Context: an optimization exercise on an open-source flow, tuned for small area. The choices shown serve that exercise and are no tape-out recipe. The RTL was checked by simulation tests, not by an equivalence proof against the original design. Power and IR drop assume default switching activity.

== before ==
==> flow/design.v <==
package sprite_pkg;
    typedef logic [5:0] addr_t;
    typedef logic [7:0] byte_t;
    typedef logic [9:0] coord_t;
    typedef logic [7:0] lcoord_t;
    typedef logic [5:0] bmp_addr_t;
    typedef struct packed {
        logic [1:0]  write_n;
        logic [1:0]  read_n;
        addr_t       address;
        logic [31:0] wdata;
    } bus_req_t;
    typedef struct packed {
        coord_t pix_x;
        coord_t pix_y;
        logic   visible;
        logic   hsync;
        logic   vsync;
    } raster_t;
    typedef logic [(4 * 2)*8-1:0] obj_table_t;
    typedef enum logic [1:0] {
        IDLE,
        COPY,
        DONE
    } commit_state_t;
endpackage
`timescale 1ns/1ps
module rca #(
    parameter int W = 4
) (
    input  logic [W-1:0] a,
    input  logic [W-1:0] b,
    input  logic         ci,
    output logic [W-1:0] s,
    output logic         co
);
    logic [W:0] c;
    assign c[0] = ci;
    for (genvar i = 0; i < W; i++) begin : g_bit
        assign s[i]   = a[i] ^ b[i] ^ c[i];
        assign c[i+1] = (a[i] & b[i]) | (c[i] & (a[i] ^ b[i]));
    end
    assign co = c[W];
endmodule
module sprite_hit (
    input  logic        vis,     
    input  logic [3:0]  lx,      
    input  logic [2:0]  ly,      
    input  logic        x_on,    
    input  logic        y_on,    
    input  logic [22:0] obj,     
    output logic        hit,
    output logic [5:0]  byte_a,  
    output logic [2:0]  bit_a
);
    logic [3:0] x;
    logic [2:0] y;
    logic [7:0] off;
    logic [3:0] wm1, hm1;
    logic [3:0] dx;
    logic [2:0] dy;
    logic       x_ge, y_ge, x_le, y_le;
    logic [3:0] unused_x;
    logic [3:0] unused_y;
    assign x   = obj[3:0];
    assign y   = obj[6:4];
    assign off = obj[14:7];
    assign wm1 = obj[22:19];
    assign hm1 = obj[18:15];
    rca #(4) u_dx (.a(lx), .b(~x[3:0]), .ci(1'b1), .s(dx), .co(x_ge));
    rca #(3) u_dy (.a(ly), .b(~y[2:0]), .ci(1'b1), .s(dy), .co(y_ge));
    rca #(4) u_xl (.a(wm1), .b(~dx), .ci(1'b1), .s(unused_x), .co(x_le));
    rca #(4) u_yl (.a(hm1), .b(~{1'b0, dy}), .ci(1'b1), .s(unused_y), .co(y_le));
    logic [6:0] p0, p1, p2, s1, s2, bo;
    logic       c1, c2, c3;
    assign p0 = {3'b0, dy[0] ? wm1 : 4'd0};
    assign p1 = {2'b0, dy[1] ? wm1 : 4'd0, 1'b0};
    assign p2 = {1'b0, dy[2] ? wm1 : 4'd0, 2'b0};
    rca #(7) u_m1 (.a(p0), .b(p1), .ci(1'b0), .s(s1), .co(c1));
    rca #(7) u_m2 (.a(s1), .b(p2), .ci(1'b0), .s(s2), .co(c2));
    rca #(7) u_m3 (.a(s2), .b({4'b0, dy} + {3'b0, dx}), .ci(1'b0), .s(bo), .co(c3));
    logic [7:0] bt;
    logic       bc;
    rca #(8) u_bt (.a(off), .b({4'b0, bo[6:3]}), .ci(1'b0), .s(bt), .co(bc));
    assign hit    = vis && x_on && y_on && x_ge && y_ge && x_le && y_le
                    && !bc && (bt < 8'd55);
    assign byte_a = bt[5:0];
    assign bit_a  = bo[2:0];
endmodule
`timescale 1ns/1ps
module sprite_engine_top (
    input  logic        clk,
    input  logic        rst_n,
    input  logic [5:0]  address,
    input  logic [31:0] data_in,
    input  logic [1:0]  data_write_n,
    input  logic [1:0]  data_read_n,
    output logic [31:0] data_out,
    output logic        data_ready,
    output logic [7:0]  uo_out,
    output logic        user_interrupt
);
    logic [6:0] hc, hn;
    logic [5:0] vc, vn;
    logic       h_last, v_last;
    assign h_last = hc[6] & (&hc[3:0]);           
    assign v_last = vc[5] & vc[1] & vc[0];        
    assign hn = h_last ? 7'd0 : hc + 7'd1;
    assign vn = h_last ? (v_last ? 6'd0 : vc + 6'd1) : vc;
    always_ff @(posedge clk) begin
        if (!rst_n) begin
            hc <= 7'd1;
            vc <= 6'd0;
        end else begin
            hc <= hn;
            vc <= vn;
        end
    end
    logic v33;
    assign v33 = (vc == 6'd33);
    logic       wr;
    logic [7:0] wd;
    logic [7:0] ctrl;
    logic [63:0] stg, act;
    logic [439:0] bm;
    logic [63:0] dec;
    assign wr  = (data_write_n == 2'b00);
    assign wd  = data_in[7:0];
    assign dec = 64'd1 << address;
    logic cm;
    logic commit_done;
    always_ff @(posedge clk) begin
        if (hc == 7'd2 && v33) cm <= ctrl[1];
    end
    assign commit_done    = cm & v33 & (hc == 7'd11);
    assign user_interrupt = ~cm & v33 & (hc == 7'd3);
    for (genvar i = 0; i < 55; i++) begin : g_bm
        logic en, set, hold;
        assign en   = wr & dec[i + 8] & ctrl[0];
        assign set  = rst_n & en;
        assign hold = rst_n & ~en;
        always_ff @(posedge clk) begin
            bm[8*i +: 8] <= ({8{set}} & wd) | ({8{hold}} & bm[8*i +: 8]);
        end
    end
    for (genvar i = 0; i < 8; i++) begin : g_tab
        logic sen, sset, shold, cen, cset, chold;
        assign sen   = wr & dec[i];
        assign sset  = rst_n & sen;
        assign shold = rst_n & ~sen;
        assign cen   = cm & v33 & (hc == 7'(i + 3));
        assign cset  = rst_n & cen;
        assign chold = rst_n & ~cen;
        always_ff @(posedge clk) begin
            stg[8*i +: 8] <= ({8{sset}} & wd) | ({8{shold}} & stg[8*i +: 8]);
            act[8*i +: 8] <= ({8{cset}} & stg[8*i +: 8]) | ({8{chold}} & act[8*i +: 8]);
        end
    end
    always_ff @(posedge clk) begin
        if (!rst_n) begin
            ctrl <= 8'd0;
        end else if (wr & dec[63]) begin
            ctrl <= wd;
        end else if (commit_done) begin
            ctrl[1] <= 1'b0;
        end
    end
    logic [511:0] space;
    logic [7:0]   rd_byte;
    assign space   = {ctrl, bm, act};
    logic [63:0] rdec;
    assign rdec = {64{rst_n && data_read_n == 2'b00}} & (64'd1 << address);
    always_comb begin
        rd_byte = 8'd0;
        for (int i = 0; i < 64; i++) begin
            rd_byte = rd_byte | ({8{rdec[i]}} & space[8*i +: 8]);
        end
    end
    logic [7:0] dout;
    always_ff @(posedge clk) begin
        data_ready <= rst_n && (data_read_n != 2'b11);
        dout       <= rd_byte;
    end
    assign data_out = {24'd0, dout};
    logic       slot2, slot3;
    logic [4:0] gx;                  
    logic [5:0] gy;                  
    logic       u_vis;
    logic       hit;
    logic [5:0] a, a0r, a1r, pa;
    logic [2:0] b, b0r, b1r, pb;
    logic       h0r;
    logic       port;
    logic [5:0] wa;
    logic       bw, snoop0, snoop1;
    logic       out0, cache0, cache1, pixel_on;
    assign slot2 = (hc[1:0] == 2'b00);
    assign slot3 = (hc[1:0] == 2'b01);
    assign gx = hc[6:2];
    assign gy = vc;
    assign u_vis = !gx[4] && !gy[5];
    logic [22:0] o0, o1, u_obj;
    logic        u_xon, u_yon;
    assign o0 = {act[31:16], act[10:8], act[3:0]};
    assign o1 = {act[63:48], act[42:40], act[35:32]};
    assign u_obj = slot2 ? o1 : o0;
    assign u_xon = slot2 ? (act[39:36] == 4'd0) : (act[7:4] == 4'd0);
    assign u_yon = slot2 ? (act[47:43] == 5'd0) : (act[15:11] == 5'd0);
    sprite_hit u_hit (.vis(u_vis), .lx(gx[3:0]), .ly(gy[4:2]), .x_on(u_xon), .y_on(u_yon), .obj(u_obj),
                      .hit(hit), .byte_a(a), .bit_a(b));
    always_ff @(posedge clk) begin
        if (!rst_n) begin
            a0r <= 6'd0;
            b0r <= 3'd0;
            h0r <= 1'b1;
        end else begin
            a0r <= a;
            b0r <= b;
            h0r <= hit;
        end
    end
    always_ff @(posedge clk) begin
        if (slot3) begin
            a1r <= h0r ? a0r : 6'd63;
            b1r <= b0r;
        end
    end
    assign pa = a0r;
    assign pb = b0r;
    logic [63:0] pdec;
    logic [7:0]  pbyte;
    assign pdec = 64'd1 << pa;
    always_comb begin
        pbyte = 8'd0;
        for (int i = 0; i < 55; i++) begin
            pbyte = pbyte | ({8{pdec[i]}} & bm[8*i +: 8]);
        end
    end
    logic [7:0] pbd;
    assign pbd  = 8'd1 << pb;
    assign port = |(pbyte & pbd);
    assign wa     = address - 6'd8;
    assign bw     = wr & ctrl[0] & (address >= 6'd8) & (address != 6'd63);
    assign snoop0 = bw & (wa == a0r);
    assign snoop1 = bw & (wa == a1r);
    logic sd0;
    assign sd0  = snoop0 ? wd[b0r] : port;
    assign out0 = slot3 ? cache0 : (h0r & port);
    always_ff @(posedge clk) begin
        if (!rst_n) begin
            cache0   <= 1'b0;
            cache1   <= 1'b0;
            pixel_on <= 1'b0;
        end else begin
            cache0 <= h0r & sd0;
            if (slot3) begin
                cache1 <= h0r & sd0;
            end else if (snoop1) begin
                cache1 <= wd[b1r];
            end
            pixel_on <= out0 | cache1;
        end
    end
    logic hs_o, vs_o;
    assign hs_o = (hc >= 7'd71) && (hc < 7'd79);
    assign vs_o = (hc >= 7'd3) ? (vc == 6'd33 || vc == 6'd34) : (vc == 6'd34 || v_last);
    assign uo_out = {vs_o, hs_o, {6{pixel_on}}};
endmodule
==> flow/config.mk <==
export PLATFORM = sky130hd
export DESIGN_NAME = sprite_engine_top
export DESIGN_NICKNAME = sprite_engine_top
export VERILOG_FILES = /design/flow/design.v
export SDC_FILE = /design/flow/constraint.sdc
export NUM_CORES = 4
export LEC_CHECK = 0
export CAP_MARGIN = 20
export CORE_MARGIN = 2
export CORE_UTILIZATION = 30
export GPL_ROUTABILITY_DRIVEN = 1
export GPL_TIMING_DRIVEN = 0
export SLEW_MARGIN = 20
==> flow/constraint.sdc <==
create_clock -name core_clock -period 10.0 [get_ports {clk}]
set_input_delay 2.0000 -clock core_clock [delete_from_list [all_inputs] [get_ports {clk}]]
set_output_delay 2.0000 -clock core_clock [all_outputs]
set_load 0.01 [all_outputs]
standard.sh (not shown) runs the stock make flow with config.mk's settings and CLKGATE_MAP_FILE= SYNTH_SCRIPT=/design/flow/synth_recipe.tcl, a recipe that flattens the netlist after the stock synthesis.
==> flow/flow/run.sh <==
#!/bin/bash
# Standard layout with two changes: the buffers ABC inserted during synthesis are
# removed at floorplan (repair then rebuffers only where needed), and the clock tree
# uses smaller buffers in smaller clusters, without dummy loads. Synthesis,
# floorplan, power grid, placement and routing are the standard flow's.
set -euo pipefail
export REMOVE_ABC_BUFFERS=1
export CTS_ARGS="-sink_clustering_enable -repair_clock_nets -dont_use_dummy_load -buf_list sky130_fd_sc_hd__clkbuf_8 -sink_clustering_size 12 -sink_clustering_max_diameter 60"
bash standard.sh > standard_flow.log 2>&1
Both conditions hold for before: the flow ran to the end and the final layout passed the timing, DRC and antenna checks.
## Diff of input files: after against before
diff --git a/flow/design.v b/flow/design.v
--- a/flow/design.v
+++ b/flow/design.v
@@ -187,11 +187,11 @@
     logic [5:0] gy;                  
     logic       u_vis;
     logic       hit;
     logic [5:0] a, a0r, a1r, pa;
     logic [2:0] b, b0r, b1r, pb;
-    logic       h0r;
+    logic       h0r, h1r;
     logic       port;
     logic [5:0] wa;
     logic       bw, snoop0, snoop1;
     logic       out0, cache0, cache1, pixel_on;
     assign slot2 = (hc[1:0] == 2'b00);
@@ -219,12 +219,13 @@
             h0r <= hit;
         end
     end
     always_ff @(posedge clk) begin
         if (slot3) begin
-            a1r <= h0r ? a0r : 6'd63;
+            a1r <= a0r;
             b1r <= b0r;
+            h1r <= h0r;
         end
     end
     assign pa = a0r;
     assign pb = b0r;
     logic [63:0] pdec;
@@ -254,11 +255,11 @@
         end else begin
             cache0 <= h0r & sd0;
             if (slot3) begin
                 cache1 <= h0r & sd0;
             end else if (snoop1) begin
-                cache1 <= wd[b1r];
+                cache1 <= h1r & wd[b1r];
             end
             pixel_on <= out0 | cache1;
         end
     end
     logic hs_o, vs_o;
Between before and after, the critical path buffer and inverter count does not differ in any meaningful way.
Per the comparison of after with before, final weighted congestion of routability-driven global placement moved down; post-route core utilization flat; met2 track demand over resource in global routing saw an increase.
Min via count of the first global-routing pass across after and before: before
Row portion of total power attributed to the clock network: after higher / before lower

-- static timing again, ports no longer ideal --
No port has a modelled driver above. Below, the same layouts with a new extraction and two added sets of constraints. Step 1: set_driving_cell puts a clkbuf_16 on clk and a buf_2 on each other input, an assumption about the parent block. Step 2 moves the port delays by t, midway between the first and last clock arrival at a register: inputs arrive t later, outputs are due t later. That takes back most of the time a late clock gives input paths. a / b / c = ideal ports / drivers / drivers and shift; a / b = the first two.
| run | shift t [ns] | slack for setup (ns) | worst setup path at the end | clock arrival spread, ns |
|---|---|---|---|---|
| before | 0.789 | 1.956 / 1.956 / 1.956 | register to register | 0.080 / 0.080 |
| after | 0.807 | 1.962 / 1.962 / 1.962 | register to register | 0.136 / 0.135 |
After both steps setup and hold are still met in every run listed.
